This is an optimization exercise on Yosys and OpenROAD, whose aim is small area, a short achievable clock period and few clock cycles per item, not a production implementation.
The RTL was checked by simulation tests, not by an equivalence proof against the original design.

[flow/config.mk]
export PLATFORM = sky130hd
export DESIGN_NAME = yuvToRgb
export DESIGN_NICKNAME = yuvToRgb
export VERILOG_FILES = /design/flow/design.v
export SDC_FILE = /design/flow/constraint.sdc
export NUM_CORES = 4
export LEC_CHECK = 0
export CAP_MARGIN = 20
export CORE_MARGIN = 2
export CORE_UTILIZATION = 60
export SETUP_SLACK_MARGIN = 5
export SLEW_MARGIN = 20
export SYNTH_HIERARCHICAL = 1
export SYNTH_MINIMUM_KEEP_SIZE = 0
[flow/constraint.sdc]
create_clock -name core_clock -period 12.0 [get_ports {Clock}]
set_input_delay 2.4000 -clock core_clock [delete_from_list [all_inputs] [get_ports {Clock}]]
set_output_delay 2.4000 -clock core_clock [all_outputs]
set_load 0.01 [all_outputs]
[flow/design.v]
package sramMapPkg;
	typedef logic [17:0] sramAddr_t;
	typedef struct packed {
		logic [7:0] hi;
		logic [7:0] lo;
	} sramBytes_t;
	typedef union packed {
		logic [15:0] raw;
		sramBytes_t bytes;
	} sramWord_u;
	typedef enum logic [1:0] {
		PlaneY,
		PlaneU,
		PlaneV
	} plane_e;
	typedef struct packed {
		plane_e plane;
		sramAddr_t address;
	} readReq_t;
	typedef struct packed {
		plane_e plane;
		sramWord_u word;
	} readRet_t;
endpackage
package colorPkg;
	typedef logic [7:0] sample_t;
	typedef logic signed [31:0] fixed_t;
	typedef struct packed {
		fixed_t uEven;
		fixed_t uOdd;
		fixed_t vEven;
		fixed_t vOdd;
	} chromaPair_t;
	typedef struct packed {
		sample_t y0;
		sample_t y1;
		chromaPair_t chroma;
	} yuvPair_t;
	typedef struct packed {
		sample_t r;
		sample_t g;
		sample_t b;
	} rgbPixel_t;
	typedef struct packed {
		rgbPixel_t p0;
		rgbPixel_t p1;
	} rgbPair_t;
	localparam fixed_t Tap5 = 32'sd21;
	localparam fixed_t Tap3 = -32'sd52;
	localparam fixed_t Tap1 = 32'sd159;
	localparam fixed_t CoefY = 32'sd76284;
	localparam fixed_t CoefRv = 32'sd104595;
	localparam fixed_t CoefGu = -32'sd25624;
	localparam fixed_t CoefGv = -32'sd53281;
	localparam fixed_t CoefBu = 32'sd132251;
	localparam fixed_t LumaOffset = 32'sd16;
	localparam fixed_t ChromaOffset = 32'sd128;
	localparam fixed_t FilterRound = 32'sd128;
	localparam int FilterShift = 8;
endpackage
`timescale 1ns/1ns
module yuvToRgb (
	input logic Clock,
	input logic resetn,
	input logic start,
	input logic [15:0] readData,
	output logic done,
	output logic [17:0] sramAddress,
	output logic [15:0] sramWriteData,
	output logic sramWeN
);
	logic busy;
	logic [7:0] pq;
	logic [2:0] ph;
	logic [8:0] wa;
	logic shen, shV, shHi;
	logic rdU, rdV, rdY, rkU, rkV, rkY;
	logic [7:0] win [12];
	logic [15:0] pendU, pendV, yw;
	logic [9:0] f, uc;
	logic [8:0] fc9;
	logic [9:0] fd1, fd2, fd3;
	logic [15:0] gb;
	logic [7:0] b0;
	function automatic logic [8:0] flagsOf(input logic [7:0] q);
		flagsOf = {q <= 8'd3, q >= 8'd4, (q >= 8'd4) && (q <= 8'd158),
			(q >= 8'd4) && (q <= 8'd162), !q[0] && (q <= 8'd159),
			q[0] && (q <= 8'd158), q == 8'd163, q[1:0]};
	endfunction
	logic [8:0] fl, nf, df;
	logic dfPro, dfWrOk, dfRdC, dfRdYk, dfVHi, dfUHi, flLastP;
	logic [1:0] dfQ;
	assign {dfPro, dfWrOk, dfRdC, dfRdYk, dfVHi, dfUHi} = df[8:3];
	assign dfQ = df[1:0];
	assign flLastP = fl[2];
	logic [2:0] nph;
	logic dWr, dRdU, dRdV, dRdY, dSh, dShV, dShHi;
	logic [6:0] kc;
	logic [7:0] yc;
	assign nph = (ph == 3'd4) ? 3'd0 : ph + 3'd1;
	assign df = (ph == 3'd4) ? nf : fl;
	always_comb begin
		dWr = 1'b0; dRdU = 1'b0; dRdV = 1'b0; dRdY = 1'b0;
		dSh = 1'b0; dShV = 1'b0; dShHi = 1'b0;
		if (dfPro && !(dfQ == 2'd3 && nph > 3'd2)) begin
			case ({dfQ, nph})
				{2'd0, 3'd4}: dRdU = 1'b1;
				{2'd1, 3'd0}: dRdV = 1'b1;
				{2'd1, 3'd1}: begin dSh = 1'b1; dShHi = 1'b1; end
				{2'd1, 3'd2}: begin dSh = 1'b1; dShHi = 1'b1; dShV = 1'b1; end
				{2'd1, 3'd3}: begin dSh = 1'b1; dShHi = 1'b1; end
				{2'd1, 3'd4}: begin dSh = 1'b1; dShHi = 1'b1; dShV = 1'b1; end
				{2'd2, 3'd0}: begin dSh = 1'b1; dShHi = 1'b1; end
				{2'd2, 3'd1}: begin dSh = 1'b1; dShHi = 1'b1; dShV = 1'b1; end
				{2'd2, 3'd2}: begin dSh = 1'b1; dRdU = 1'b1; end
				{2'd2, 3'd3}: begin dSh = 1'b1; dShV = 1'b1; dRdV = 1'b1; end
				{2'd2, 3'd4}: begin dSh = 1'b1; dShHi = 1'b1; end
				{2'd3, 3'd0}: begin dSh = 1'b1; dShHi = 1'b1; dShV = 1'b1; end
				{2'd3, 3'd1}: begin dSh = 1'b1; dRdU = 1'b1; end
				{2'd3, 3'd2}: begin dSh = 1'b1; dShV = 1'b1; dRdY = 1'b1; end
				default: ;
			endcase
		end else begin
			case (nph)
				3'd0: begin
					dRdU = dfQ[0] && dfRdC;
					dRdV = !dfQ[0] && dfRdC;
				end
				3'd1: dRdY = dfRdYk;
				3'd2: begin
					dWr = dfWrOk;
					dSh = 1'b1; dShV = 1'b1;
					dShHi = dfVHi;
				end
				3'd3: begin
					dWr = dfWrOk;
					dSh = 1'b1;
					dShHi = dfUHi;
				end
				default: dWr = dfWrOk;
			endcase
		end
	end
	logic go, lastNow;
	assign go = start && !busy;
	assign lastNow = flLastP && (ph == 3'd4);
	always_ff @(posedge Clock or negedge resetn) begin
		if (!resetn) begin
			busy <= 1'b0;
			done <= 1'b0;
			sramWeN <= 1'b1;
		end else begin
			if (go) begin
				busy <= 1'b1;
				done <= 1'b0;
			end else if (busy && lastNow) begin
				busy <= 1'b0;
				done <= 1'b1;
			end
			sramWeN <= !(busy && !lastNow && !go && dWr);
		end
	end
	always_ff @(posedge Clock) begin
		if (go) begin
			pq <= 8'd0;
			ph <= 3'd4;
			fl <= flagsOf(8'd0);
			nf <= flagsOf(8'd1);
			wa <= 9'd0;
			kc <= 7'd0;
			yc <= 8'd0;
			sramAddress <= 18'd38400;
			rdU <= 1'b1; rdV <= 1'b0; rdY <= 1'b0;
			shen <= 1'b0; shV <= 1'b0; shHi <= 1'b0;
		end else begin
			ph <= nph;
			if (ph == 3'd4) begin
				pq <= pq + 8'd1;
				fl <= nf;
				nf <= flagsOf(pq + 8'd2);
			end
			if (dWr)
				wa <= wa + 9'd1;
			if (dRdV)
				kc <= kc + 7'd1;
			if (dRdY)
				yc <= yc + 8'd1;
			if (dWr)
				sramAddress <= {9'd287, wa};
			else if (dRdY)
				sramAddress <= {10'd0, yc};
			else if (dRdU)
				sramAddress <= {11'd300, kc};
			else
				sramAddress <= {11'd450, kc};
			rdU <= busy && dRdU;
			rdV <= busy && dRdV;
			rdY <= busy && dRdY;
			shen <= busy && dSh;
			shV <= dShV;
			shHi <= dShHi;
		end
		rkU <= rdU;
		rkV <= rdV;
		rkY <= rdY;
	end
	logic [7:0] shIn;
	logic [8:0] sA, sB, sC;
	assign sA = {1'b0, win[0]} + {1'b0, win[10]};
	assign sB = {1'b0, win[2]} + {1'b0, win[8]};
	assign sC = {1'b0, win[4]} + {1'b0, win[6]};
	always_comb begin
		case ({shV, shHi})
			2'b00: shIn = pendU[7:0];
			2'b01: shIn = pendU[15:8];
			2'b10: shIn = pendV[7:0];
			default: shIn = pendV[15:8];
		endcase
	end
	always_ff @(posedge Clock) begin
		if (rkU)
			pendU <= readData;
		if (rkV)
			pendV <= readData;
		if (rkY)
			yw <= readData;
		if (shen) begin
			for (int i = 0; i < 11; i++)
				win[i] <= win[i + 1];
			win[11] <= shIn;
		end
		fc9 <= sC;
		fd1 <= {1'b0, sA} - {1'b0, sC} + 10'd512;
		fd2 <= {1'b0, sA} - {1'b0, sB} + 10'd512;
		fd3 <= {1'b0, sC} - {1'b0, sB} + 10'd512;
	end
	logic [7:0] py;
	logic [9:0] pu, pv;
	assign pu = uc;
wire cr_1;
wire cr_2;
wire cr_3;
wire cr_4;
wire cr_5;
wire cr_6;
wire cr_7;
wire cr_8;
wire cr_9;
wire cr_10;
wire cr_11;
wire cr_12;
wire cr_13;
wire cr_14;
wire cr_15;
wire cr_16;
wire cr_17;
wire cr_18;
wire cr_19;
wire cr_20;
wire cr_21;
wire cr_22;
wire cr_23;
wire cr_24;
wire cr_25;
wire cr_26;
wire cr_27;
wire cr_28;
wire cr_29;
wire cr_30;
wire cr_31;
wire cr_32;
wire cr_33;
wire cr_34;
wire cr_35;
wire cr_36;
wire cr_37;
wire cr_38;
wire cr_39;
wire cr_40;
wire cr_41;
wire cr_42;
wire cr_43;
wire cr_44;
wire cr_45;
wire cr_46;
wire cr_47;
wire cr_48;
wire cr_49;
wire cr_50;
wire cr_51;
wire cr_52;
wire cr_53;
wire cr_54;
wire cr_55;
wire cr_56;
wire cr_57;
wire cr_58;
wire cr_59;
wire cr_60;
wire cr_61;
wire cr_62;
wire cr_63;
wire cr_64;
wire cr_65;
wire cr_66;
wire cr_67;
wire cr_68;
wire cr_69;
wire cr_70;
wire cr_71;
wire cr_72;
wire cr_73;
wire cr_74;
wire cr_75;
wire cr_76;
wire cr_77;
wire cr_78;
wire cr_79;
wire cr_80;
wire cr_81;
wire cr_82;
wire cr_83;
wire cr_84;
wire cr_85;
wire cr_86;
wire cr_87;
wire cr_88;
wire cr_89;
wire cr_90;
wire cr_91;
wire cr_92;
wire cr_93;
wire cr_94;
wire cr_95;
wire cr_96;
wire cr_97;
wire cr_98;
wire cr_99;
wire cr_100;
wire cr_101;
wire cr_102;
wire cr_103;
wire cr_104;
wire cr_105;
wire cr_106;
wire cr_107;
wire cr_108;
wire cr_109;
wire cr_110;
wire cr_111;
wire cr_112;
wire cr_113;
wire cr_114;
wire cr_115;
wire cr_116;
wire cr_117;
wire cr_118;
wire cr_119;
wire cr_120;
wire cr_121;
wire cr_122;
wire cr_123;
wire cr_124;
wire cr_125;
wire cr_126;
wire cr_127;
wire cr_128;
wire cr_129;
wire cr_130;
wire cr_131;
wire cr_132;
wire cr_133;
wire cr_134;
wire cr_135;
wire cr_136;
wire cr_137;
wire cr_138;
wire cr_139;
wire cr_140;
wire cr_141;
wire cr_142;
wire cr_143;
wire cr_144;
wire cr_145;
wire cr_146;
wire cr_147;
wire cr_148;
wire cr_149;
wire cr_150;
wire cr_151;
wire cr_152;
wire cr_153;
wire cr_154;
wire cr_155;
wire cr_156;
wire cr_157;
wire cr_158;
wire cr_159;
wire cr_160;
wire cr_161;
wire cr_162;
wire cr_163;
wire cr_164;
wire cr_165;
wire cr_166;
wire cr_167;
wire cr_168;
wire cr_169;
wire cr_170;
wire cr_171;
wire cr_172;
wire cr_173;
wire cr_174;
wire cr_175;
wire cr_176;
wire cr_177;
wire cr_178;
wire cr_179;
wire cr_180;
wire cr_181;
wire cr_182;
wire cr_183;
wire cr_184;
wire cr_185;
wire cr_186;
wire cr_187;
wire cr_188;
wire cr_189;
wire cr_190;
assign cr_1 = ~~pv[0];
assign cr_2 = ~pv[0];
assign cr_3 = ~pv[4];
assign cr_4 = ~pv[5];
assign cr_5 = ~py[3];
assign cr_6 = ~py[4];
assign cr_7 = ~py[5];
assign cr_8 = ~py[7];
assign cr_9 = ~py[6];
assign cr_10 = ~py[7];
assign cr_11 = ~pv[7];
assign cr_12 = ~pv[8];
FA cr_13_i (py[2], py[0], pv[9], cr_13, cr_14);
FA cr_15_i (py[3], py[1], pv[7], cr_15, cr_16);
FA cr_17_i (py[6], py[4], py[2], cr_17, cr_18);
HA cr_19_i (pv[8], pv[2], cr_19, cr_20);
FA cr_21_i (py[7], py[5], py[3], cr_21, cr_22);
FA cr_23_i (py[0], pv[9], pv[3], cr_23, cr_24);
FA cr_25_i (py[6], py[4], py[1], cr_25, cr_26);
HA cr_27_i (pv[4], pv[0], cr_27, cr_28);
FA cr_29_i (py[7], py[5], py[2], cr_29, cr_30);
HA cr_31_i (pv[5], pv[1], cr_31, cr_32);
FA cr_33_i (py[6], py[3], pv[6], cr_33, cr_34);
HA cr_35_i (py[4], pv[7], cr_35, cr_36);
FA cr_37_i (pv[3], pv[0], pv[4], cr_37, cr_38);
FA cr_39_i (pv[6], pv[4], pv[1], cr_39, cr_40);
HA cr_41_i (pv[5], ~py[6], cr_41, cr_42);
FA cr_43_i (py[0], pv[7], pv[5], cr_43, cr_44);
FA cr_45_i (pv[2], ~py[7], ~pv[9], cr_45, cr_46);
FA cr_47_i (py[1], pv[8], pv[6], cr_47, cr_48);
FA cr_49_i (py[2], py[0], pv[9], cr_49, cr_50);
HA cr_51_i (pv[7], pv[4], cr_51, cr_52);
FA cr_53_i (py[1], pv[8], pv[5], cr_53, cr_54);
HA cr_55_i (~pv[1], cr_5, cr_55, cr_56);
FA cr_57_i (pv[6], pv[0], py[3], cr_57, cr_58);
FA cr_59_i (~pv[2], cr_6, cr_13, cr_59, cr_60);
FA cr_61_i (pv[1], py[4], ~pv[3], cr_61, cr_62);
FA cr_63_i (cr_7, cr_14, cr_15, cr_63, cr_64);
FA cr_65_i (py[5], ~pv[4], ~pv[0], cr_65, cr_66);
FA cr_67_i (cr_19, cr_16, cr_17, cr_67, cr_68);
FA cr_69_i (~pv[5], ~pv[1], cr_20, cr_69, cr_70);
FA cr_71_i (cr_18, cr_21, cr_23, cr_71, cr_72);
FA cr_73_i (~pv[6], ~pv[2], cr_27, cr_73, cr_74);
FA cr_75_i (cr_22, cr_24, cr_25, cr_75, cr_76);
FA cr_77_i (~pv[7], ~pv[3], cr_28, cr_77, cr_78);
FA cr_79_i (cr_31, cr_26, cr_29, cr_79, cr_80);
FA cr_81_i (pv[2], ~pv[8], ~pv[4], cr_81, cr_82);
FA cr_83_i (cr_32, cr_30, cr_33, cr_83, cr_84);
FA cr_85_i (pv[3], ~pv[9], ~pv[5], cr_85, cr_86);
FA cr_87_i (cr_8, cr_35, cr_34, cr_87, cr_88);
FA cr_89_i (py[5], pv[8], pv[4], cr_89, cr_90);
FA cr_91_i (py[7], ~pv[6], cr_36, cr_91, cr_92);
FA cr_93_i (pv[9], pv[5], ~pv[7], cr_93, cr_94);
HA cr_95_i (pv[6], py[6], cr_95, cr_96);
HA cr_97_i (pv[1], pv[0], cr_97, cr_98);
FA cr_99_i (pv[2], pv[0], ~py[2], cr_99, cr_100);
FA cr_101_i (pv[3], pv[1], ~py[3], cr_101, cr_102);
FA cr_103_i (pv[2], ~py[4], ~pv[6], cr_103, cr_104);
FA cr_105_i (~py[5], ~pv[7], cr_4, cr_105, cr_106);
FA cr_107_i (~pv[8], cr_41, cr_38, cr_107, cr_108);
FA cr_109_i (cr_42, cr_40, cr_43, cr_109, cr_110);
FA cr_111_i (pv[3], cr_44, cr_47, cr_111, cr_112);
FA cr_113_i (~pv[0], cr_51, cr_48, cr_113, cr_114);
FA cr_115_i (cr_52, cr_55, cr_50, cr_115, cr_116);
FA cr_117_i (cr_56, cr_54, cr_57, cr_117, cr_118);
FA cr_119_i (cr_58, cr_61, cr_60, cr_119, cr_120);
FA cr_121_i (cr_62, cr_65, cr_64, cr_121, cr_122);
FA cr_123_i (cr_66, cr_69, cr_68, cr_123, cr_124);
FA cr_125_i (cr_70, cr_73, cr_72, cr_125, cr_126);
FA cr_127_i (cr_74, cr_77, cr_76, cr_127, cr_128);
FA cr_129_i (cr_81, cr_78, cr_80, cr_129, cr_130);
FA cr_131_i (cr_82, cr_85, cr_84, cr_131, cr_132);
FA cr_133_i (cr_89, cr_86, cr_91, cr_133, cr_134);
FA cr_135_i (cr_9, cr_90, cr_93, cr_135, cr_136);
FA cr_137_i (~pv[8], cr_10, cr_95, cr_137, cr_138);
FA cr_139_i (py[7], ~pv[9], cr_11, cr_139, cr_140);
HA cr_141_i (~py[0], ~pv[2], cr_141, cr_142);
FA cr_143_i (~py[1], ~pv[3], cr_97, cr_143, cr_144);
FA cr_145_i (~pv[4], cr_98, cr_99, cr_145, cr_146);
FA cr_147_i (~pv[5], cr_100, cr_101, cr_147, cr_148);
FA cr_149_i (cr_3, cr_102, cr_103, cr_149, cr_150);
FA cr_151_i (cr_37, cr_104, cr_105, cr_151, cr_152);
FA cr_153_i (cr_39, cr_106, cr_107, cr_153, cr_154);
FA cr_155_i (cr_45, cr_108, cr_109, cr_155, cr_156);
FA cr_157_i (cr_46, cr_110, cr_111, cr_157, cr_158);
FA cr_159_i (cr_49, cr_112, cr_113, cr_159, cr_160);
FA cr_161_i (cr_53, cr_114, cr_115, cr_161, cr_162);
FA cr_163_i (cr_116, cr_59, cr_117, cr_163, cr_164);
FA cr_165_i (cr_118, cr_63, cr_119, cr_165, cr_166);
FA cr_167_i (cr_67, cr_120, cr_121, cr_167, cr_168);
FA cr_169_i (cr_71, cr_122, cr_123, cr_169, cr_170);
FA cr_171_i (cr_75, cr_124, cr_125, cr_171, cr_172);
FA cr_173_i (cr_79, cr_126, cr_127, cr_173, cr_174);
FA cr_175_i (cr_83, cr_128, cr_129, cr_175, cr_176);
FA cr_177_i (cr_87, cr_130, cr_131, cr_177, cr_178);
FA cr_179_i (cr_88, cr_133, cr_132, cr_179, cr_180);
FA cr_181_i (cr_92, cr_135, cr_134, cr_181, cr_182);
FA cr_183_i (cr_94, cr_137, cr_136, cr_183, cr_184);
FA cr_185_i (cr_96, cr_139, cr_138, cr_185, cr_186);
FA cr_187_i (pv[7], cr_12, cr_140, cr_187, cr_188);
HA cr_189_i (pv[9], pv[8], cr_189, cr_190);
wire [16:0] cr_lo = {1'b0, {cr_166, cr_164, cr_162, cr_160, cr_158, cr_156, cr_154, cr_152, cr_150, cr_148, cr_146, cr_144, cr_142, cr_2, ~pv[1], cr_1}} + {1'b0, {cr_167, cr_165, cr_163, cr_161, cr_159, cr_157, cr_155, cr_153, cr_151, cr_149, cr_147, cr_145, cr_143, cr_141, ~pv[0], 1'b0}};
logic [22:0] cr_r;
wire [22:0] cr_d = {cr_lo[16], cr_188, cr_186, cr_184, cr_182, cr_180, cr_179, cr_177, cr_175, cr_173, cr_171, cr_169, cr_189, cr_187, cr_185, cr_183, cr_181, cr_178, cr_176, cr_174, cr_172, cr_170, cr_168};
wire [10:0] cr_x = {cr_r[10], cr_r[9], cr_r[8], cr_r[7], cr_r[6], cr_r[5], cr_r[4], cr_r[3], cr_r[2], cr_r[1], cr_r[0]} + {cr_r[21], cr_r[20], cr_r[19], cr_r[18], cr_r[17], cr_r[16], cr_r[15], cr_r[14], cr_r[13], cr_r[12], cr_r[11]} + {10'd0, cr_r[22]};
wire cg_1;
wire cg_2;
wire cg_3;
wire cg_4;
wire cg_5;
wire cg_6;
wire cg_7;
wire cg_8;
wire cg_9;
wire cg_10;
wire cg_11;
wire cg_12;
wire cg_13;
wire cg_14;
wire cg_15;
wire cg_16;
wire cg_17;
wire cg_18;
wire cg_19;
wire cg_20;
wire cg_21;
wire cg_22;
wire cg_23;
wire cg_24;
wire cg_25;
wire cg_26;
wire cg_27;
wire cg_28;
wire cg_29;
wire cg_30;
wire cg_31;
wire cg_32;
wire cg_33;
wire cg_34;
wire cg_35;
wire cg_36;
wire cg_37;
wire cg_38;
wire cg_39;
wire cg_40;
wire cg_41;
wire cg_42;
wire cg_43;
wire cg_44;
wire cg_45;
wire cg_46;
wire cg_47;
wire cg_48;
wire cg_49;
wire cg_50;
wire cg_51;
wire cg_52;
wire cg_53;
wire cg_54;
wire cg_55;
wire cg_56;
wire cg_57;
wire cg_58;
wire cg_59;
wire cg_60;
wire cg_61;
wire cg_62;
wire cg_63;
wire cg_64;
wire cg_65;
wire cg_66;
wire cg_67;
wire cg_68;
wire cg_69;
wire cg_70;
wire cg_71;
wire cg_72;
wire cg_73;
wire cg_74;
wire cg_75;
wire cg_76;
wire cg_77;
wire cg_78;
wire cg_79;
wire cg_80;
wire cg_81;
wire cg_82;
wire cg_83;
wire cg_84;
wire cg_85;
wire cg_86;
wire cg_87;
wire cg_88;
wire cg_89;
wire cg_90;
wire cg_91;
wire cg_92;
wire cg_93;
wire cg_94;
wire cg_95;
wire cg_96;
wire cg_97;
wire cg_98;
wire cg_99;
wire cg_100;
wire cg_101;
wire cg_102;
wire cg_103;
wire cg_104;
wire cg_105;
wire cg_106;
wire cg_107;
wire cg_108;
wire cg_109;
wire cg_110;
wire cg_111;
wire cg_112;
wire cg_113;
wire cg_114;
wire cg_115;
wire cg_116;
wire cg_117;
wire cg_118;
wire cg_119;
wire cg_120;
wire cg_121;
wire cg_122;
wire cg_123;
wire cg_124;
wire cg_125;
wire cg_126;
wire cg_127;
wire cg_128;
wire cg_129;
wire cg_130;
wire cg_131;
wire cg_132;
wire cg_133;
wire cg_134;
wire cg_135;
wire cg_136;
wire cg_137;
wire cg_138;
wire cg_139;
wire cg_140;
wire cg_141;
wire cg_142;
wire cg_143;
wire cg_144;
wire cg_145;
wire cg_146;
wire cg_147;
wire cg_148;
wire cg_149;
wire cg_150;
wire cg_151;
wire cg_152;
wire cg_153;
wire cg_154;
wire cg_155;
wire cg_156;
wire cg_157;
wire cg_158;
wire cg_159;
wire cg_160;
wire cg_161;
wire cg_162;
wire cg_163;
wire cg_164;
wire cg_165;
wire cg_166;
wire cg_167;
wire cg_168;
wire cg_169;
wire cg_170;
wire cg_171;
wire cg_172;
wire cg_173;
wire cg_174;
wire cg_175;
wire cg_176;
wire cg_177;
wire cg_178;
wire cg_179;
wire cg_180;
wire cg_181;
wire cg_182;
wire cg_183;
wire cg_184;
wire cg_185;
wire cg_186;
wire cg_187;
wire cg_188;
wire cg_189;
wire cg_190;
wire cg_191;
wire cg_192;
wire cg_193;
wire cg_194;
wire cg_195;
wire cg_196;
wire cg_197;
wire cg_198;
wire cg_199;
wire cg_200;
wire cg_201;
wire cg_202;
wire cg_203;
wire cg_204;
wire cg_205;
wire cg_206;
wire cg_207;
wire cg_208;
wire cg_209;
wire cg_210;
wire cg_211;
wire cg_212;
wire cg_213;
wire cg_214;
wire cg_215;
wire cg_216;
wire cg_217;
wire cg_218;
wire cg_219;
wire cg_220;
wire cg_221;
wire cg_222;
wire cg_223;
wire cg_224;
wire cg_225;
wire cg_226;
wire cg_227;
wire cg_228;
wire cg_229;
wire cg_230;
wire cg_231;
wire cg_232;
wire cg_233;
wire cg_234;
wire cg_235;
wire cg_236;
wire cg_237;
wire cg_238;
wire cg_239;
wire cg_240;
wire cg_241;
wire cg_242;
assign cg_1 = ~~pv[0];
assign cg_2 = ~~py[0];
assign cg_3 = ~pu[5];
assign cg_4 = ~py[0];
assign cg_5 = ~py[2];
assign cg_6 = ~py[3];
assign cg_7 = ~py[4];
assign cg_8 = ~py[5];
assign cg_9 = ~py[5];
assign cg_10 = ~py[7];
assign cg_11 = ~~pv[9];
assign cg_12 = ~~pv[9];
HA cg_13_i (py[3], py[1], cg_13, cg_14);
HA cg_15_i (py[6], py[4], cg_15, cg_16);
FA cg_17_i (py[7], py[5], py[3], cg_17, cg_18);
HA cg_19_i (py[6], py[4], cg_19, cg_20);
HA cg_21_i (py[7], py[5], cg_21, cg_22);
HA cg_23_i (pu[6], pu[5], cg_23, cg_24);
HA cg_25_i (py[1], pu[7], cg_25, cg_26);
HA cg_27_i (py[0], pu[8], cg_27, cg_28);
FA cg_29_i (py[1], pu[9], py[2], cg_29, cg_30);
HA cg_31_i (~pu[7], ~pu[2], cg_31, cg_32);
FA cg_33_i (py[2], py[0], pu[0], cg_33, cg_34);
FA cg_35_i (py[3], ~pu[8], ~pu[3], cg_35, cg_36);
HA cg_37_i (~pv[8], ~pv[1], cg_37, cg_38);
FA cg_39_i (pu[1], pv[0], py[4], cg_39, cg_40);
FA cg_41_i (~pu[9], ~pu[4], ~pv[9], cg_41, cg_42);
FA cg_43_i (~pv[2], cg_8, cg_13, cg_43, cg_44);
FA cg_45_i (py[2], pu[2], pv[1], cg_45, cg_46);
FA cg_47_i (py[5], ~pu[5], ~pu[0], cg_47, cg_48);
FA cg_49_i (~pv[3], cg_14, cg_15, cg_49, cg_50);
FA cg_51_i (py[0], pu[3], pv[2], cg_51, cg_52);
FA cg_53_i (~pu[6], ~pu[1], ~pv[4], cg_53, cg_54);
FA cg_55_i (~pv[0], cg_16, cg_17, cg_55, cg_56);
FA cg_57_i (py[1], pu[4], pv[3], cg_57, cg_58);
FA cg_59_i (~pu[7], ~pu[2], ~pv[5], cg_59, cg_60);
FA cg_61_i (~pv[1], cg_19, cg_18, cg_61, cg_62);
FA cg_63_i (py[2], pu[5], pv[4], cg_63, cg_64);
FA cg_65_i (~pu[8], ~pu[3], ~pv[6], cg_65, cg_66);
FA cg_67_i (~pv[2], cg_20, cg_21, cg_67, cg_68);
FA cg_69_i (py[6], py[3], pu[6], cg_69, cg_70);
FA cg_71_i (pv[5], ~pu[9], ~pu[4], cg_71, cg_72);
FA cg_73_i (~pv[7], ~pv[3], cg_22, cg_73, cg_74);
FA cg_75_i (py[7], py[4], pu[7], cg_75, cg_76);
FA cg_77_i (pv[6], ~pu[5], ~pv[8], cg_77, cg_78);
FA cg_79_i (pu[8], pv[7], ~pu[6], cg_79, cg_80);
HA cg_81_i (py[6], pu[9], cg_81, cg_82);
HA cg_83_i (pu[2], ~py[3], cg_83, cg_84);
FA cg_85_i (pu[3], ~py[4], ~pu[1], cg_85, cg_86);
FA cg_87_i (pu[4], ~py[5], ~pu[2], cg_87, cg_88);
FA cg_89_i (~py[6], ~pu[3], ~pv[8], cg_89, cg_90);
FA cg_91_i (~py[7], ~pu[4], ~pv[9], cg_91, cg_92);
HA cg_93_i (~pv[4], cg_4, cg_93, cg_94);
FA cg_95_i (py[0], ~pu[5], ~pu[0], cg_95, cg_96);
FA cg_97_i (~pv[5], cg_24, cg_25, cg_97, cg_98);
FA cg_99_i (~pu[6], ~pu[1], ~pv[6], cg_99, cg_100);
FA cg_101_i (cg_5, cg_26, cg_27, cg_101, cg_102);
FA cg_103_i (~pv[7], ~pv[0], cg_6, cg_103, cg_104);
FA cg_105_i (cg_28, cg_31, cg_29, cg_105, cg_106);
FA cg_107_i (cg_7, cg_32, cg_37, cg_107, cg_108);
FA cg_109_i (cg_30, cg_33, cg_35, cg_109, cg_110);
FA cg_111_i (cg_38, cg_34, cg_39, cg_111, cg_112);
FA cg_113_i (cg_36, cg_41, cg_43, cg_113, cg_114);
FA cg_115_i (cg_40, cg_45, cg_42, cg_115, cg_116);
FA cg_117_i (cg_47, cg_44, cg_49, cg_117, cg_118);
FA cg_119_i (cg_46, cg_51, cg_48, cg_119, cg_120);
FA cg_121_i (cg_53, cg_50, cg_55, cg_121, cg_122);
FA cg_123_i (cg_52, cg_57, cg_54, cg_123, cg_124);
FA cg_125_i (cg_59, cg_56, cg_61, cg_125, cg_126);
FA cg_127_i (cg_58, cg_63, cg_60, cg_127, cg_128);
FA cg_129_i (cg_65, cg_67, cg_62, cg_129, cg_130);
FA cg_131_i (cg_64, cg_69, cg_66, cg_131, cg_132);
FA cg_133_i (cg_71, cg_68, cg_73, cg_133, cg_134);
FA cg_135_i (~pv[4], cg_70, cg_75, cg_135, cg_136);
FA cg_137_i (cg_72, cg_77, cg_74, cg_137, cg_138);
FA cg_139_i (~pv[9], ~pv[5], cg_9, cg_139, cg_140);
FA cg_141_i (cg_76, cg_78, cg_79, cg_141, cg_142);
FA cg_143_i (pv[8], py[5], ~pu[7], cg_143, cg_144);
FA cg_145_i (~pv[6], cg_81, cg_80, cg_145, cg_146);
FA cg_147_i (pv[9], ~pu[8], ~pv[7], cg_147, cg_148);
HA cg_149_i (cg_10, cg_82, cg_149, cg_150);
HA cg_151_i (py[7], ~pu[9], cg_151, cg_152);
HA cg_153_i (pu[0], ~py[1], cg_153, cg_154);
HA cg_155_i (pu[1], ~py[2], cg_155, cg_156);
FA cg_157_i (~pu[0], ~pv[5], ~pv[0], cg_157, cg_158);
FA cg_159_i (~pv[6], ~pv[1], cg_84, cg_159, cg_160);
FA cg_161_i (~pv[7], ~pv[2], cg_86, cg_161, cg_162);
FA cg_163_i (~pv[3], cg_3, cg_88, cg_163, cg_164);
FA cg_165_i (cg_23, cg_93, cg_90, cg_165, cg_166);
FA cg_167_i (cg_94, cg_92, cg_95, cg_167, cg_168);
FA cg_169_i (cg_96, cg_99, cg_98, cg_169, cg_170);
FA cg_171_i (cg_100, cg_103, cg_102, cg_171, cg_172);
FA cg_173_i (cg_104, cg_107, cg_106, cg_173, cg_174);
FA cg_175_i (cg_108, cg_111, cg_110, cg_175, cg_176);
FA cg_177_i (cg_112, cg_115, cg_114, cg_177, cg_178);
FA cg_179_i (cg_116, cg_119, cg_118, cg_179, cg_180);
FA cg_181_i (cg_120, cg_123, cg_122, cg_181, cg_182);
FA cg_183_i (cg_124, cg_127, cg_126, cg_183, cg_184);
FA cg_185_i (cg_128, cg_131, cg_133, cg_185, cg_186);
FA cg_187_i (cg_135, cg_132, cg_134, cg_187, cg_188);
FA cg_189_i (cg_139, cg_136, cg_141, cg_189, cg_190);
FA cg_191_i (cg_140, cg_143, cg_142, cg_191, cg_192);
FA cg_193_i (cg_149, cg_144, cg_147, cg_193, cg_194);
FA cg_195_i (~pv[8], cg_151, cg_150, cg_195, cg_196);
HA cg_197_i (~pv[3], ~py[0], cg_197, cg_198);
FA cg_199_i (~pv[4], cg_154, cg_155, cg_199, cg_200);
FA cg_201_i (cg_156, cg_83, cg_157, cg_201, cg_202);
FA cg_203_i (cg_158, cg_85, cg_159, cg_203, cg_204);
FA cg_205_i (cg_87, cg_160, cg_161, cg_205, cg_206);
FA cg_207_i (cg_89, cg_162, cg_163, cg_207, cg_208);
FA cg_209_i (cg_91, cg_164, cg_165, cg_209, cg_210);
FA cg_211_i (cg_97, cg_166, cg_167, cg_211, cg_212);
FA cg_213_i (cg_101, cg_168, cg_169, cg_213, cg_214);
FA cg_215_i (cg_105, cg_170, cg_171, cg_215, cg_216);
FA cg_217_i (cg_109, cg_172, cg_173, cg_217, cg_218);
FA cg_219_i (cg_113, cg_174, cg_175, cg_219, cg_220);
FA cg_221_i (cg_117, cg_176, cg_177, cg_221, cg_222);
FA cg_223_i (cg_121, cg_178, cg_179, cg_223, cg_224);
FA cg_225_i (cg_125, cg_180, cg_181, cg_225, cg_226);
FA cg_227_i (cg_129, cg_182, cg_183, cg_227, cg_228);
FA cg_229_i (cg_130, cg_185, cg_184, cg_229, cg_230);
FA cg_231_i (cg_137, cg_186, cg_187, cg_231, cg_232);
FA cg_233_i (cg_138, cg_189, cg_188, cg_233, cg_234);
FA cg_235_i (cg_145, cg_190, cg_191, cg_235, cg_236);
FA cg_237_i (cg_146, cg_193, cg_192, cg_237, cg_238);
FA cg_239_i (cg_148, cg_195, cg_194, cg_239, cg_240);
FA cg_241_i (cg_11, cg_152, cg_196, cg_241, cg_242);
wire [16:0] cg_lo = {1'b0, {cg_220, cg_218, cg_216, cg_214, cg_212, cg_210, cg_208, cg_206, cg_204, cg_202, cg_200, cg_198, cg_153, ~pv[2], ~pv[1], cg_1}} + {1'b0, {cg_221, cg_219, cg_217, cg_215, cg_213, cg_211, cg_209, cg_207, cg_205, cg_203, cg_201, cg_199, cg_197, cg_2, ~pv[0], 1'b0}};
logic [22:0] cg_r;
wire [22:0] cg_d = {cg_lo[16], cg_242, cg_240, cg_238, cg_237, cg_234, cg_233, cg_230, cg_228, cg_227, cg_225, cg_223, cg_12, cg_241, cg_239, cg_236, cg_235, cg_232, cg_231, cg_229, cg_226, cg_224, cg_222};
wire [10:0] cg_x = {cg_r[10], cg_r[9], cg_r[8], cg_r[7], cg_r[6], cg_r[5], cg_r[4], cg_r[3], cg_r[2], cg_r[1], cg_r[0]} + {cg_r[21], cg_r[20], cg_r[19], cg_r[18], cg_r[17], cg_r[16], cg_r[15], cg_r[14], cg_r[13], cg_r[12], cg_r[11]} + {10'd0, cg_r[22]};
wire cb_1;
wire cb_2;
wire cb_3;
wire cb_4;
wire cb_5;
wire cb_6;
wire cb_7;
wire cb_8;
wire cb_9;
wire cb_10;
wire cb_11;
wire cb_12;
wire cb_13;
wire cb_14;
wire cb_15;
wire cb_16;
wire cb_17;
wire cb_18;
wire cb_19;
wire cb_20;
wire cb_21;
wire cb_22;
wire cb_23;
wire cb_24;
wire cb_25;
wire cb_26;
wire cb_27;
wire cb_28;
wire cb_29;
wire cb_30;
wire cb_31;
wire cb_32;
wire cb_33;
wire cb_34;
wire cb_35;
wire cb_36;
wire cb_37;
wire cb_38;
wire cb_39;
wire cb_40;
wire cb_41;
wire cb_42;
wire cb_43;
wire cb_44;
wire cb_45;
wire cb_46;
wire cb_47;
wire cb_48;
wire cb_49;
wire cb_50;
wire cb_51;
wire cb_52;
wire cb_53;
wire cb_54;
wire cb_55;
wire cb_56;
wire cb_57;
wire cb_58;
wire cb_59;
wire cb_60;
wire cb_61;
wire cb_62;
wire cb_63;
wire cb_64;
wire cb_65;
wire cb_66;
wire cb_67;
wire cb_68;
wire cb_69;
wire cb_70;
wire cb_71;
wire cb_72;
wire cb_73;
wire cb_74;
wire cb_75;
wire cb_76;
wire cb_77;
wire cb_78;
wire cb_79;
wire cb_80;
wire cb_81;
wire cb_82;
wire cb_83;
wire cb_84;
wire cb_85;
wire cb_86;
wire cb_87;
wire cb_88;
wire cb_89;
wire cb_90;
wire cb_91;
wire cb_92;
wire cb_93;
wire cb_94;
wire cb_95;
wire cb_96;
wire cb_97;
wire cb_98;
wire cb_99;
wire cb_100;
wire cb_101;
wire cb_102;
wire cb_103;
wire cb_104;
wire cb_105;
wire cb_106;
wire cb_107;
wire cb_108;
wire cb_109;
wire cb_110;
wire cb_111;
wire cb_112;
wire cb_113;
wire cb_114;
wire cb_115;
wire cb_116;
wire cb_117;
wire cb_118;
wire cb_119;
wire cb_120;
wire cb_121;
wire cb_122;
wire cb_123;
wire cb_124;
wire cb_125;
wire cb_126;
wire cb_127;
wire cb_128;
wire cb_129;
wire cb_130;
wire cb_131;
wire cb_132;
wire cb_133;
wire cb_134;
wire cb_135;
wire cb_136;
wire cb_137;
wire cb_138;
wire cb_139;
wire cb_140;
wire cb_141;
wire cb_142;
wire cb_143;
wire cb_144;
wire cb_145;
wire cb_146;
assign cb_1 = ~~pu[0];
assign cb_2 = ~~py[1];
assign cb_3 = ~pu[1];
assign cb_4 = ~pu[2];
assign cb_5 = ~py[1];
assign cb_6 = ~py[5];
assign cb_7 = ~py[6];
assign cb_8 = ~py[7];
assign cb_9 = ~py[5];
assign cb_10 = ~py[6];
assign cb_11 = ~py[7];
assign cb_12 = ~pu[9];
HA cb_13_i (py[2], py[0], cb_13, cb_14);
HA cb_15_i (py[5], py[3], cb_15, cb_16);
HA cb_17_i (py[6], py[4], cb_17, cb_18);
FA cb_19_i (pu[0], pu[1], ~py[5], cb_19, cb_20);
FA cb_21_i (pu[3], pu[1], pu[2], cb_21, cb_22);
HA cb_23_i (~py[6], ~pu[8], cb_23, cb_24);
FA cb_25_i (py[0], pu[4], pu[2], cb_25, cb_26);
FA cb_27_i (~py[7], ~pu[9], ~pu[7], cb_27, cb_28);
FA cb_29_i (pu[5], pu[3], pu[0], cb_29, cb_30);
HA cb_31_i (~pu[8], cb_5, cb_31, cb_32);
FA cb_33_i (pu[6], pu[4], pu[1], cb_33, cb_34);
FA cb_35_i (py[1], ~pu[9], cb_13, cb_35, cb_36);
FA cb_37_i (py[3], py[1], pu[7], cb_37, cb_38);
FA cb_39_i (pu[5], pu[2], cb_14, cb_39, cb_40);
FA cb_41_i (py[4], py[2], py[0], cb_41, cb_42);
FA cb_43_i (pu[8], pu[6], pu[3], cb_43, cb_44);
FA cb_45_i (py[3], py[1], pu[9], cb_45, cb_46);
FA cb_47_i (pu[7], pu[4], cb_6, cb_47, cb_48);
FA cb_49_i (py[4], py[2], pu[8], cb_49, cb_50);
FA cb_51_i (pu[5], py[5], cb_7, cb_51, cb_52);
FA cb_53_i (py[0], pu[9], pu[6], cb_53, cb_54);
FA cb_55_i (py[6], cb_8, cb_15, cb_55, cb_56);
FA cb_57_i (py[1], pu[7], pu[0], cb_57, cb_58);
FA cb_59_i (py[7], cb_16, cb_17, cb_59, cb_60);
FA cb_61_i (py[7], py[5], py[2], cb_61, cb_62);
FA cb_63_i (pu[8], pu[1], cb_18, cb_63, cb_64);
FA cb_65_i (py[6], py[3], pu[9], cb_65, cb_66);
HA cb_67_i (~py[2], ~pu[4], cb_67, cb_68);
FA cb_69_i (pu[0], ~py[3], ~pu[5], cb_69, cb_70);
FA cb_71_i (~py[4], ~pu[6], ~pu[4], cb_71, cb_72);
FA cb_73_i (~pu[7], ~pu[5], cb_4, cb_73, cb_74);
FA cb_75_i (~pu[6], cb_23, cb_21, cb_75, cb_76);
FA cb_77_i (cb_24, cb_22, cb_25, cb_77, cb_78);
FA cb_79_i (cb_31, cb_26, cb_29, cb_79, cb_80);
FA cb_81_i (cb_32, cb_30, cb_33, cb_81, cb_82);
FA cb_83_i (cb_34, cb_37, cb_36, cb_83, cb_84);
FA cb_85_i (cb_38, cb_41, cb_43, cb_85, cb_86);
FA cb_87_i (cb_42, cb_44, cb_45, cb_87, cb_88);
FA cb_89_i (cb_46, cb_49, cb_48, cb_89, cb_90);
FA cb_91_i (cb_50, cb_53, cb_52, cb_91, cb_92);
FA cb_93_i (cb_54, cb_57, cb_56, cb_93, cb_94);
FA cb_95_i (cb_58, cb_61, cb_60, cb_95, cb_96);
FA cb_97_i (pu[2], cb_62, cb_65, cb_97, cb_98);
FA cb_99_i (py[7], py[4], pu[3], cb_99, cb_100);
HA cb_101_i (~py[0], ~pu[2], cb_101, cb_102);
FA cb_103_i (~pu[3], ~pu[1], cb_2, cb_103, cb_104);
FA cb_105_i (~pu[2], ~py[1], cb_67, cb_105, cb_106);
FA cb_107_i (~pu[3], cb_68, cb_69, cb_107, cb_108);
FA cb_109_i (cb_3, cb_70, cb_71, cb_109, cb_110);
FA cb_111_i (cb_72, cb_19, cb_73, cb_111, cb_112);
FA cb_113_i (cb_20, cb_74, cb_75, cb_113, cb_114);
FA cb_115_i (cb_27, cb_76, cb_77, cb_115, cb_116);
FA cb_117_i (cb_28, cb_78, cb_79, cb_117, cb_118);
FA cb_119_i (cb_35, cb_80, cb_81, cb_119, cb_120);
FA cb_121_i (cb_39, cb_82, cb_83, cb_121, cb_122);
FA cb_123_i (cb_40, cb_85, cb_84, cb_123, cb_124);
FA cb_125_i (cb_47, cb_86, cb_87, cb_125, cb_126);
FA cb_127_i (cb_51, cb_88, cb_89, cb_127, cb_128);
FA cb_129_i (cb_55, cb_90, cb_91, cb_129, cb_130);
FA cb_131_i (cb_59, cb_92, cb_93, cb_131, cb_132);
FA cb_133_i (cb_63, cb_94, cb_95, cb_133, cb_134);
FA cb_135_i (cb_64, cb_97, cb_96, cb_135, cb_136);
FA cb_137_i (cb_66, cb_99, cb_98, cb_137, cb_138);
FA cb_139_i (pu[4], cb_9, cb_100, cb_139, cb_140);
FA cb_141_i (pu[5], py[5], cb_10, cb_141, cb_142);
FA cb_143_i (pu[6], py[6], cb_11, cb_143, cb_144);
HA cb_145_i (pu[7], py[7], cb_145, cb_146);
wire [16:0] cb_lo = {1'b0, {cb_126, cb_125, cb_122, cb_120, cb_118, cb_116, cb_114, cb_112, cb_110, cb_108, cb_106, cb_104, cb_102, ~pu[0], ~pu[1], cb_1}} + {1'b0, {cb_127, cb_124, cb_123, cb_121, cb_119, cb_117, cb_115, cb_113, cb_111, cb_109, cb_107, cb_105, cb_103, cb_101, ~pu[0], 1'b0}};
logic [21:0] cb_r;
wire [21:0] cb_d = {cb_lo[16], cb_146, cb_144, cb_143, cb_140, cb_138, cb_136, cb_135, cb_133, cb_131, cb_129, cb_12, pu[8], cb_145, cb_142, cb_141, cb_139, cb_137, cb_134, cb_132, cb_130, cb_128};
wire [10:0] cb_x = {cb_r[10], cb_r[9], cb_r[8], cb_r[7], cb_r[6], cb_r[5], cb_r[4], cb_r[3], cb_r[2], cb_r[1], cb_r[0]} + {1'b0, cb_r[20], cb_r[19], cb_r[18], cb_r[17], cb_r[16], cb_r[15], cb_r[14], cb_r[13], cb_r[12], cb_r[11]} + {10'd0, cb_r[21]};
wire fl_1;
wire fl_2;
wire fl_3;
wire fl_4;
wire fl_5;
wire fl_6;
wire fl_7;
wire fl_8;
wire fl_9;
wire fl_10;
wire fl_11;
wire fl_12;
wire fl_13;
wire fl_14;
wire fl_15;
wire fl_16;
wire fl_17;
wire fl_18;
wire fl_19;
wire fl_20;
wire fl_21;
wire fl_22;
wire fl_23;
wire fl_24;
wire fl_25;
wire fl_26;
wire fl_27;
wire fl_28;
wire fl_29;
wire fl_30;
wire fl_31;
wire fl_32;
wire fl_33;
wire fl_34;
wire fl_35;
wire fl_36;
wire fl_37;
wire fl_38;
wire fl_39;
wire fl_40;
wire fl_41;
wire fl_42;
wire fl_43;
wire fl_44;
wire fl_45;
wire fl_46;
wire fl_47;
wire fl_48;
wire fl_49;
wire fl_50;
wire fl_51;
wire fl_52;
wire fl_53;
wire fl_54;
wire fl_55;
wire fl_56;
wire fl_57;
wire fl_58;
wire fl_59;
wire fl_60;
wire fl_61;
wire fl_62;
wire fl_63;
wire fl_64;
wire fl_65;
wire fl_66;
wire fl_67;
wire fl_68;
wire fl_69;
wire fl_70;
wire fl_71;
wire fl_72;
assign fl_1 = ~fc9[0];
assign fl_2 = ~fc9[2];
assign fl_3 = ~fc9[3];
assign fl_4 = ~fc9[5];
assign fl_5 = ~fc9[8];
assign fl_6 = ~fc9[8];
HA fl_7_i (fd3[2], fd1[7], fl_7, fl_8);
FA fl_9_i (fc9[1], fd3[3], fd1[8], fl_9, fl_10);
HA fl_11_i (fd2[4], fd2[6], fl_11, fl_12);
FA fl_13_i (fd3[4], fd1[9], fd2[5], fl_13, fl_14);
HA fl_15_i (fd2[7], fl_2, fl_15, fl_16);
FA fl_17_i (fd3[5], fd2[6], fd2[8], fl_17, fl_18);
HA fl_19_i (fc9[2], fl_3, fl_19, fl_20);
FA fl_21_i (fc9[4], fd3[6], fd2[7], fl_21, fl_22);
HA fl_23_i (fd2[9], fc9[3], fl_23, fl_24);
HA fl_25_i (fd3[7], fd2[8], fl_25, fl_26);
HA fl_27_i (fc9[6], fd3[8], fl_27, fl_28);
HA fl_29_i (fd3[0], fd1[5], fl_29, fl_30);
FA fl_31_i (fd3[1], fd1[6], fd2[2], fl_31, fl_32);
FA fl_33_i (fd2[3], fd2[5], fl_1, fl_33, fl_34);
FA fl_35_i (fc9[0], fl_8, fl_11, fl_35, fl_36);
FA fl_37_i (fl_12, fl_15, fl_10, fl_37, fl_38);
FA fl_39_i (fl_16, fl_19, fl_14, fl_39, fl_40);
FA fl_41_i (fl_23, fl_20, fl_18, fl_41, fl_42);
FA fl_43_i (fl_4, fl_24, fl_25, fl_43, fl_44);
FA fl_45_i (fd2[9], fc9[5], fl_26, fl_45, fl_46);
HA fl_47_i (fc9[7], fd3[9], fl_47, fl_48);
HA fl_49_i (fd1[4], fd2[0], fl_49, fl_50);
FA fl_51_i (fd2[1], fd2[3], fl_29, fl_51, fl_52);
FA fl_53_i (fd2[4], fl_30, fl_31, fl_53, fl_54);
FA fl_55_i (fl_7, fl_32, fl_33, fl_55, fl_56);
FA fl_57_i (fl_9, fl_34, fl_35, fl_57, fl_58);
FA fl_59_i (fl_13, fl_36, fl_37, fl_59, fl_60);
FA fl_61_i (fl_17, fl_38, fl_39, fl_61, fl_62);
FA fl_63_i (fl_21, fl_40, fl_41, fl_63, fl_64);
FA fl_65_i (fl_22, fl_43, fl_42, fl_65, fl_66);
FA fl_67_i (fl_27, fl_44, fl_45, fl_67, fl_68);
FA fl_69_i (fl_28, fl_47, fl_46, fl_69, fl_70);
HA fl_71_i (fl_5, fl_48, fl_71, fl_72);
wire [17:0] fl_s = {fc9[8], fl_6, fl_71, fl_68, fl_67, fl_64, fl_62, fl_60, fl_58, fl_56, fl_54, fl_52, fl_50, fd2[2], fd1[3], fd1[2], fd1[1], fd1[0]} + {1'b0, fl_72, fl_70, fl_69, fl_66, fl_65, fl_63, fl_61, fl_59, fl_57, fl_55, fl_53, fl_51, fl_49, fd2[1], fd2[0], 1'b0, 1'b0};
wire [9:0] fl_q = fl_s[17:8];
	function automatic logic [7:0] clip(input logic [10:0] x);
		if (x[10:9] == 2'b00)
			clip = 8'd0;
		else if (x[10] || (x[9] && x[8]))
			clip = 8'd255;
		else
			clip = x[7:0];
	endfunction
	logic [7:0] cR, cG, cB;
	assign cR = clip(cr_x);
	assign cG = clip(cg_x);
	assign cB = clip(cb_x);
	always_ff @(posedge Clock) begin
		f <= fl_q;
		uc <= (ph == 3'd4) ? {2'b10, win[3]} : f;
		pv <= (ph == 3'd4) ? {2'b10, win[4]} : fl_q;
		py <= (ph == 3'd4) ? yw[15:8] : yw[7:0];
		cr_r <= cr_d;
		cg_r <= cg_d;
		cb_r <= cb_d;
		b0 <= cB;
		gb <= {cG, cB};
		case (ph)
			3'd1: sramWriteData <= {cR, cG};
			3'd2: sramWriteData <= {b0, cR};
			default: sramWriteData <= gb;
		endcase
	end
endmodule
module FA(input a, input b, input c, output s, output co);
	assign s = a ^ b ^ c;
	assign co = (a & b) | (a & c) | (b & c);
endmodule
module HA(input a, input b, output s, output co);
	assign s = a ^ b;
	assign co = a & b;
endmodule
[flow/flow/run.sh]
#!/bin/bash
set -euo pipefail
bash standard.sh SETUP_SLACK_MARGIN=8.4 "BUFFER_PORTS_ARGS=-buffer_cell sky130_fd_sc_hd__buf_2" finish > standard.log 2>&1
[flow/standard.sh]
#!/bin/bash
# synth_recipe.tcl (not shown) runs the flow's synth.tcl, then flattens the netlist and writes it again
# the make line also repeats each setting of config.mk as NAME=value (left out here)
make -C /OpenROAD-flow-scripts/flow DESIGN_CONFIG=/design/flow/config.mk WORK_HOME=/design/flow/orfs CLKGATE_MAP_FILE= SYNTH_SCRIPT=/design/flow/synth_recipe.tcl "${@:-finish}"
==> impl_metrics.env, run 1 <==
export IMPL_layout_common_cells="fa_1, dfxtp_1, ha_1, nand2_1, edfxtp_1"
export IMPL_synth_distinct_cells=86
export IMPL_dieArea_um2=40000
export IMPL_dp_hpwl_mm=38.3
export IMPL_placed_cell_area_um2=23800
export IMPL_crit_fanout=1
export IMPL_io_pin_count=55
export IMPL_die_x_um=200
export IMPL_multiInputGateArea_um2=13100
export IMPL_period_share_pct=29.8
export IMPL_ant_nets=0
export IMPL_crit_chain="buf_6"
export IMPL_dieHeight_um=200
export IMPL_overflow=0
export IMPL_worst_setup_path_type="reg2out"
export IMPL_synth_largest_area_cell="fa_1"
export IMPL_met1_usage_pct=33.9
export IMPL_layout_cells_non_filler=2506
export IMPL_grt_pass1_vias=14800
export IMPL_drtIter0Drc=845
export IMPL_syn_nets=2340
export IMPL_synth_top_cell_area_share_pct=23.3
export IMPL_design_area_um2=25700
export IMPL_cp_slowest_cell="dfstp_2"
export IMPL_place_ws_ns=7.96
export IMPL_gp_congestion=0.928
export IMPL_grt_use_met3_pct=4.07
export IMPL_port_buffers=53
export IMPL_antenna_found_initial=3
export IMPL_start_util_pct=61.1
export IMPL_start_kind="register"
export IMPL_place_inst=2380
export IMPL_hold_viol_final=0
export IMPL_drive_above_1_share_pct=12.7
export IMPL_routed_wl_mm=50.5
export IMPL_maxCapViolations=0
export IMPL_top_usage_layer="met2"
export IMPL_drtPass1Iterations=7
export IMPL_grt_max_degree=67
export IMPL_ys_flop_type="dfxtp_1"
export IMPL_coreArea_um2=37800
export IMPL_synthArstFlopShare_pct=0.754
export IMPL_worst_pin_slew_ns=1.09
export IMPL_cp_end_kind="output port"
export IMPL_cts_tree="built"
export IMPL_synth_edf_count=144
export IMPL_fillCellCount=2781
export IMPL_grtUsageMet2_pct=45.6
export IMPL_synth_avg_cell_area_um2=12.4
export IMPL_area_delta_synth_final_pct=11.3
export IMPL_drv_slew=0
export IMPL_synth_area_um2=23100
export IMPL_register_area_um2=9480
export IMPL_maxSlewHeadroom_pct=27.1
export IMPL_ys_ff_latch=398
export IMPL_h_tree_depth=2
export IMPL_cts_sinks=398
export IMPL_yosysSeqAreaShare_pct=40.9
export IMPL_routed_via_count=14100
export IMPL_clock_fmax_mhz=280
export IMPL_worstSetupPathDepth=1
export IMPL_synth_area_leaders="fa_1, dfxtp_1, edfxtp_1"
export IMPL_setup_tns_final_ns=0
export IMPL_holdPathStages=0
export IMPL_crit_family="flip-flops"
export IMPL_clockBufferDepth=3
export IMPL_drc=0
export IMPL_root_buffer="clkbuf_16"
export IMPL_fin_nets=2440
export IMPL_rsz0062_at_grt="yes"
export IMPL_clkLatencyLatePin_ns=0.58
export IMPL_path_clk_slew_ns=0.06
export IMPL_min_path_type="reg2reg"
export IMPL_r2r_cells=11
export IMPL_cts_made_buffers=42
export IMPL_groute_usage_overall_pct=26.6
export IMPL_skew_ns=0.0252
export IMPL_rows=71
export IMPL_vias_per_cell=5.64
export IMPL_arrival_ns=1.17
export IMPL_grt_pass1_wl_mm=79.8
export IMPL_outcome="timing/DRC/antenna clean"
export IMPL_finalCriticalPeriod_ns=3.57
export IMPL_final_common_cell="fa_1"
export IMPL_crit_required_ns=9.60
export IMPL_path_buf_inv=1
export IMPL_worst_slack_ns=8.43
export IMPL_critPathMaxStageDelay_ns=0.52
export IMPL_yosys_warnings=8
export IMPL_hold_slack_ns=0.325
export IMPL_setup_viol=0
export IMPL_syn_inst=1860
export IMPL_routedWlPerCell_um=20.2
[kinds of logic after synthesis]
family / Yosys count / share of synthesized area, %
flip-flops: 398 / 40.9
multiplexers: 18 / 1.29
other: 1 / 0.0163
buffers and inverters: 142 / 2.47
XOR/XNOR: 90 / 3.50
AO/OA/AOI/OAI: 340 / 9.75
adder cells (fa/ha/maj): 462 / 33.8
AND/OR/NAND/NOR: 409 / 8.36
[Yosys stat by module, one instance, submodules excluded]
module,flops+latches,area (um2),cells,copies in the design
yuvToRgb,398,17300,1556,1
HA,0,12.5,1,47
FA,0,20.0,1,257
[repair_timing]
item                       4_1_cts  5_1_grt
cloned                           0        1
setup endpoints to repair       13       25
hold buffers                     0        0
gates resized for setup         22       31
buffers inserted                 9       37
[per-stage QoR]
stage,utilization (%)
final,68.0
after floorplan,-
after detailed placement,63.0
after CTS,67.0
after global placement,63.0
after global routing,68.0
[metal layers]
layer,routed length [um],share of wire (%),vias up
li1,-,-,6706
met1,21400,42,7008
met2,24800,49,295
met3,2130,4.2,122
met4,2120,4.2,0
met5,0,0,-
[area by class of cell]
type,count,share of cell area (%)
Tap cell,511,2.49
Sequential cell,398,36.9
Inverter,94,1.61
Clock buffer,58,4.64
Clock inverter,20,0.687
Antenna cell,1,0.00975
Multi-Input combinational cell,1321,51.1
Timing Repair Buffer,103,2.52
[Yosys cell counts (all sizes together) (3+ instances only)]
library cell  count
nor4              4
clkbuf           28
inv              94
o31a              3
nand4            15
o211ai           17
o21a             11
and3             14
fa              268
o21ai            83
o31ai             8
nor3             20
xnor2            54
xor2             36
edfxtp          144
a2bb2oi           4
mux2              4
mux2i             6
a21o             38
nand3            18
nand2b           23
a2111oi           6
o21bai            5
a21oi            86
nor2            105
a21boi            9
and2             11
nor2b            14
mux4              8
or2               4
nand2           154
a22oi            17
ha              193
a311oi            6
buf              20
or3              12
a31oi             9
o221ai            3
nor3b             3
a31o              3
dfxtp           251
a211oi           10
a221oi            3
[state kept, by name, indices dropped and copies added (netlist names), 14 cells and up]
name           count
pendU             16
pendV             16
cr_r              23
cg_r              23
sramAddress       14
cb_r              22
yw                16
sramWriteData     16
win               96
[path summary, 6_finish.rpt]
path                            end  slack, ns     from
max                         sramWeN       8.43  sramWeN
min                             rkY       0.32      rdY
max reg2reg                cg_r[22]       8.43    uc[7]
min reg2reg                     rkY       0.32      rdY
max in group asynchronous   sramWeN      10.19   resetn
min in group asynchronous      busy       1.62   resetn
[worst register-to-register path: stages, from the launching register on]
cell and delay (ns):
dfxtp_2 0.48, clkinvlp_4 0.21, ha_1 0.25, fa_1 0.49, fa_1 0.54, fa_1 0.42
ha_1 0.31, a21o_1 0.19, a21o_1 0.17, a21oi_1 0.14, o21ai_0 0.10, a21o_1 0.15
Testbench counts, summed over its fixed seeds: cycles 26,144, rows 32.
==> run 2: changes to the inputs <==
==> flow/flow/run.sh (replaced) <==
#!/bin/bash
# The standard layout, with plain buffers (buf_2) on the ports instead of the
# delay buffers that buffer_ports picks by default.
set -e
export BUFFER_PORTS_ARGS="-buffer_cell sky130_fd_sc_hd__buf_2"
bash standard.sh > standard.log 2>&1
--- a/flow/config.mk
+++ b/flow/config.mk
@@ -8,5 +8,5 @@
 export CAP_MARGIN = 20
 export CORE_MARGIN = 2
-export CORE_UTILIZATION = 60
+export CORE_UTILIZATION = 40
 export SETUP_SLACK_MARGIN = 5
 export SLEW_MARGIN = 20
==> run 2 against run 1 <==
Fmax is 15% lower; non-clock buffer count is 44 lower; area after synthesis stayed put; via count is 0.49% lower; cell area down 0.13%; highest routed layer unchanged; critical path depth is 8 higher; worst setup slack got worse by 0.61 ns.
==> impl_metrics.env, run 2 <==
export IMPL_outcome="timing/DRC/antenna clean"
export IMPL_root_buffer="clkbuf_16"
export IMPL_final_common_cell="fa_1"
export IMPL_io_pin_count=55
export IMPL_r2r_end="cg_r[22]"
export IMPL_fin_nets=2397
export IMPL_largest_register="win"
export IMPL_grt_pass1_wl_mm=81.3
export IMPL_setup_viol=0
export IMPL_drtPass1Iterations=5
export IMPL_placed_cell_area_um2=24100
export IMPL_rows=88
export IMPL_period_share_pct=34.8
export IMPL_drtIter0Drc=746
export IMPL_r2r_slack_ns=7.82
export IMPL_syn_nets=2340
export IMPL_drc=0
export IMPL_largest_reg_flops=96
export IMPL_path_clk_slew_ns=0.07
export IMPL_grt_pass1_vias=15100
export IMPL_cp_end_kind="register"
export IMPL_clock_fmax_mhz=239
export IMPL_diodes=0
export IMPL_synth_avg_cell_area_um2=12.4
export IMPL_ys_top_cells_by_count="fa_1, dfxtp_1, ha_1, nand2_1, edfxtp_1"
export IMPL_r2r_cells=9
export IMPL_clockBufferDepth=3
export IMPL_synthArstFlopShare_pct=0.754
export IMPL_setup_tns_final_ns=0
export IMPL_antenna_found_initial=1
export IMPL_syn_inst=1860
export IMPL_post_cts_buffers=0
export IMPL_synth_edf_count=144
export IMPL_dieArea_um2=59600
export IMPL_synth_top_cell_area_share_pct=23.3
export IMPL_synth_most_common_cell="fa_1"
export IMPL_cp_common_cell="fa_1"
export IMPL_hold_viol_final=0
export IMPL_area_delta_synth_final_pct=11.1
export IMPL_hold_slack_ns=0.330
export IMPL_synth_area_um2=23100
export IMPL_cts_tree="built"
export IMPL_r2r_start="py[5]"
export IMPL_routed_via_count=14100
export IMPL_crit_fanout=13
export IMPL_port_buffers=53
export IMPL_ys_flop_type="dfxtp_1"
export IMPL_crit_required_ns=12.46
export IMPL_grt_max_degree=85
export IMPL_synth_largest_area_cell="fa_1"
export IMPL_routedWlPerCell_um=18.5
export IMPL_cts_made_buffers=44
export IMPL_arrival_ns=4.64
export IMPL_die_x_um=244
export IMPL_cts_resized=0
export IMPL_synth_area_leaders="fa_1, dfxtp_1, edfxtp_1"
export IMPL_start_kind="register"
export IMPL_skew_ns=0.0363
export IMPL_worst_slack_ns=7.82
export IMPL_layout_cells_non_filler=2717
export IMPL_crit_family="adder cells"
export IMPL_worst_pin_slew_ns=1.05
export IMPL_largest_registers="win x96, cg_r x23, cr_r x23"
export IMPL_layout_common_cells="fa_1, dfxtp_1, ha_1, nand2_1, edfxtp_1"
export IMPL_routed_wl_mm=50.2
export IMPL_critPathMaxStageDelay_ns=0.86
export IMPL_ant_nets=0
export IMPL_maxCapViolations=0
export IMPL_finalCriticalPeriod_ns=4.18
export IMPL_hold_end="rkU"
export IMPL_synth_distinct_cells=86
export IMPL_cp_slowest_cell="dfxtp_1"
export IMPL_dp_hpwl_mm=38.5
export IMPL_cts_sinks=398
export IMPL_coreArea_um2=57400
export IMPL_holdPathStages=0
export IMPL_vias_per_cell=5.18
export IMPL_start_util_pct=40.2
export IMPL_path_buf_inv=1
export IMPL_yosysSeqAreaShare_pct=40.9
export IMPL_design_area_um2=25600
export IMPL_ys_ff_latch=398
export IMPL_clkLatencyLatePin_ns=0.59
export IMPL_rsz0062_at_grt="no"
export IMPL_h_tree_depth=2
export IMPL_place_inst=2636
export IMPL_drive_above_1_share_pct=8.40
export IMPL_cts_hold_buf=0
export IMPL_gp_congestion=0.896
export IMPL_min_path_type="reg2reg"
export IMPL_dieHeight_um=244
export IMPL_yosys_warnings=8
export IMPL_drv_slew=0
export IMPL_overflow=0
export IMPL_crit_chain="inv_1 > fa_1 > fa_1 > fa_1 > fa_1 > ha_1 > a21oi_1 > o21ai_0 > a21o_1"
export IMPL_place_ws_ns=7.82
export IMPL_min_delay_start="rdU"
export IMPL_maxSlewHeadroom_pct=30.1
export IMPL_worst_setup_path_type="reg2reg"
export IMPL_groute_usage_overall_pct=17.4
-- run 2: modules after synthesis (local to each module, per instance) --
module,copies in the design,flip-flops and latches,area (um2),cells inside
yuvToRgb,1,398,17300,1556
FA,257,0,20.0,1
HA,47,0,12.5,1
-- run 2: metrics by stage --
step	utilization, %
after floorplan	-
after global placement	42.1
after detailed placement	42.1
after CTS	44.7
after global routing	44.7
final	44.7
-- run 2: final cells by class --
| type | count | area, um2 |
|---|---|---|
| clock buffers | 63 | 1220 |
| clock inverters | 18 | 279 |
| fillers | 5208 | 31700 |
| inverters | 94 | 353 |
| multi-input cells | 1320 | 13100 |
| flip-flops and latches | 398 | 9430 |
| well taps | 765 | 957 |
| repair buffers | 59 | 310 |
-- run 2: worst reg2reg max path, stage by stage (launching register included) --
cell,delay (ns)
dfxtp_1,0.86
inv_1,0.60
fa_1,0.62
fa_1,0.40
fa_1,0.51
fa_1,0.43
ha_1,0.30
a21oi_1,0.12
o21ai_0,0.09
a21o_1,0.16
-- run 2: worst max-delay path by stage --
| stage | from | end | slack, ns | cells past startpoint |
|---|---|---|---|---|
| after floorplan | py[5] | cg_r[22] | 8.32 | 9 |
| after global placement | py[5] | cg_r[22] | 7.79 | 9 |
| after detailed placement | py[5] | cg_r[22] | 7.82 | 9 |
| after CTS | py[5] | cg_r[22] | 7.82 | 9 |
| after global routing | py[5] | cg_r[22] | 7.58 | 9 |
| final | py[5] | cg_r[22] | 7.82 | 9 |
-- run 2: cells by family after synthesis --
kind of cell | after synthesis | synth area share (%)
xor gates and xnor gates | 90 | 3.50
muxes | 18 | 1.29
and+or+nand+nor | 409 | 8.36
buffers and inverters | 142 | 2.47
DFF | 398 | 40.9
adders and majority gates | 462 | 33.8
AOI/OAI and AO/OA | 340 | 9.75
other | 1 | 0.0163
-- run 2: routing by layer --
layer	GRT usage [%]	part of all wire [%]	vias to the layer above
met2	29.8	49	294
met5	0	0	-
met3	2.45	3.9	90
met4	5.85	2.9	0
li1	-	-	6614
met1	22.7	44	7064

## port drivers added, routing unchanged
Ports are ideal in the flow. The routed layouts listed here were re-timed in OpenROAD. Step 1, drivers: a clkbuf_16 drives Clock and a buf_2 each remaining input, both assumed. Step 2, shift: input delay + t, output delay - t, t = (earliest + latest rising clock arrival at the registers) / 2. This alone moves slack from input paths to output paths. Three values: no drivers, after step 1, after step 2; two values: the first two.
run | shift t [ns] | setup WS [ns] | worst setup path after step 2 | latest minus earliest clock arrival (ns) | cell pins on the clock port's net
run 1 | 0.621 | 8.427 / 8.369 / 8.435 | register to register | 0.026 / 0.026 | 1
run 2 | 0.620 | 7.821 / 7.821 / 7.821 | register to register | 0.037 / 0.036 | 1
After both steps every run listed still meets setup and hold.
